Source: an optimization exercise on an open RTL-to-GDS flow (aim: small area). Production flows keep margins and buffers that such runs may drop. Function was checked by simulation only, so behaviour that the tests miss may differ from the original. Power figures rest on the tool's default switching activity, not on a simulated workload.

before:
// data_mem
module data_mem #(
  parameter int W = 8,
  parameter int A = 8
) (
  input  logic         clk,
  input  logic         reset,
  input  logic [A-1:0] DataAddress,
  input  logic         ReadMem,
  input  logic         WriteMem,
  input  logic [W-1:0] DataIn,
  output logic [W-1:0] DataOut
);
==> module dm_rdout, before the edit <==
module dm_rdout (
  input  logic [127:0] pn,
  input  logic         phase,
  input  logic         rd,
  output logic         y
);
  assign y = rd & ((~|pn) ^ phase);
endmodule
Settings: LEC_CHECK=0, CAP_MARGIN=0, CORE_MARGIN=2, CORE_UTILIZATION=70, CTS_CLUSTER_DIAMETER=80, CTS_CLUSTER_SIZE=28, GPL_TIMING_DRIVEN=0, SETUP_SLACK_MARGIN=0.35, SLEW_MARGIN=0, SYNTH_HIERARCHICAL=1; clock period 8.0 ns.
run.sh (not shown) runs the stock make flow with config.mk's settings and CLKGATE_MAP_FILE= SYNTH_SCRIPT=/design/flow/synth_recipe.tcl, a recipe that flattens the netlist after the stock synthesis.
Every stage of the flow completed for before, and the final layout passed the timing, DRC and antenna checks.
> inputs changed (before -> after)
-- flow/design.v --
<<< before, line 34
  assign y = ~(a | b);
endmodule
module dm_rdout (
  input  logic [127:0] pn,
>>> after, line 34
  assign y = ~(a | b);
endmodule
module dm_rdl12 (
  input  logic [15:0] pn,
  output logic        y
);
  assign y = ~&{~|pn[3:0], ~|pn[7:4], ~|pn[11:8], ~|pn[15:12]};
endmodule
module dm_rdfin (
  input  logic [3:0] a,
  input  logic       phase,
  input  logic       rd,
  output logic       y
);
  assign y = rd & ((&a) ^ phase);
endmodule
module dm_rdout (
  input  logic [127:0] pn,
<<< before, line 40
  output logic         y
);
  assign y = rd & ((~|pn) ^ phase);
endmodule
module data_mem #(
>>> after, line 54
  output logic         y
);
  logic [7:0]  n2;
  logic [3:0]  a3;
  for (genvar i = 0; i < 8; i++) begin : g_l12
    dm_rdl12 u (.pn(pn[16*i +: 16]), .y(n2[i]));
  end
  for (genvar i = 0; i < 4; i++) begin : g_l3
    dm_nor2 u (.a(n2[2*i]), .b(n2[2*i+1]), .y(a3[i]));
  end
  dm_rdfin u_fin (.a(a3), .phase(phase), .rd(rd), .y(y));
endmodule
module data_mem #(
### Flow results
Compared with before, in after post-DP HPWL -0.62%; final cell utilization of the core now sits lower.
Compared with before, in after met2 global-route usage dropped 3.5 points; via count fell 0.70%.
Between before and after, the difference in total power is negligible.
after has less setup slack than before.

--- another note on this design; it stands on its own ---

## data_mem
module data_mem #(
  parameter int W = 8,
  parameter int A = 8
) (
  input  logic         clk,
  input  logic         reset,
  input  logic [A-1:0] DataAddress,
  input  logic         ReadMem,
  input  logic         WriteMem,
  input  logic [W-1:0] DataIn,
  output logic [W-1:0] DataOut
);
Settings: LEC_CHECK=0, CAP_MARGIN=0, CORE_MARGIN=2, CORE_UTILIZATION=65, CTS_CLUSTER_DIAMETER=80, CTS_CLUSTER_SIZE=28, GPL_TIMING_DRIVEN=0, SETUP_SLACK_MARGIN=0.3, SLEW_MARGIN=0, SYNTH_HIERARCHICAL=1; clock period 8.0 ns.
run.sh (not shown) runs the stock make flow with config.mk's settings and CLKGATE_MAP_FILE= SYNTH_SCRIPT=/design/flow/synth_recipe.tcl, a recipe that flattens the netlist after the stock synthesis.
==> next run, changes <==
--- a/flow/config.mk
+++ b/flow/config.mk
@@ -6,11 +6,11 @@
 export NUM_CORES = 4
 export LEC_CHECK = 0
-export CAP_MARGIN = 0
+export CAP_MARGIN = 20
 export CORE_MARGIN = 2
 export CORE_UTILIZATION = 65
 export CTS_CLUSTER_DIAMETER = 80
-export CTS_CLUSTER_SIZE = 28
+export CTS_CLUSTER_SIZE = 24
 export GPL_TIMING_DRIVEN = 0
 export SETUP_SLACK_MARGIN = 0.3
-export SLEW_MARGIN = 0
+export SLEW_MARGIN = 20
 export SYNTH_HIERARCHICAL = 1
=> Clock-buffer cell count increases by 16; first-iteration DRC count is lower by 4.8%; combinational power grows by about 0.7%; global-route usage rises by 0.17 points; via count went up by 0.53%; setup slack gets better by 0.059 ns; wire length grows by 0.44%; final area went up by 0.74%; total power grows by 2.0%; sequential share of layout area falls by 0.42 points.

[port drivers added, routing unchanged]
The results above use ideal ports. As a check the final layouts listed here were re-extracted and re-timed, cells and wires unchanged.
Step 1, drivers: a clkbuf_16 drives clk and a buf_2 each remaining input, both assumed.
Step 2 also shifts input and output timing later by t, the mid clock arrival at the registers, as if the neighbouring blocks saw the same clock.
a / b / c = no drivers / after step 1 / after step 2; a / b = the first two.
run	shift t [ns]	setup slack, ns	worst register clock-pin slew, ns
before	0.770	0.191 / 0.054 / 0.054	0.11 / 0.11
after	0.784	0.147 / 0.123 / 0.123	0.11 / 0.11
the first run of note 2	0.804	0.172 / 0.093 / 0.093	0.11 / 0.11
the second run of note 2	0.785	0.231 / 0.161 / 0.161	0.10 / 0.10
After both steps setup and hold are still met in every run listed. For before, which loses most, drivers alone change the setup slack by -0.137 ns; drivers and shift together by -0.137 ns.
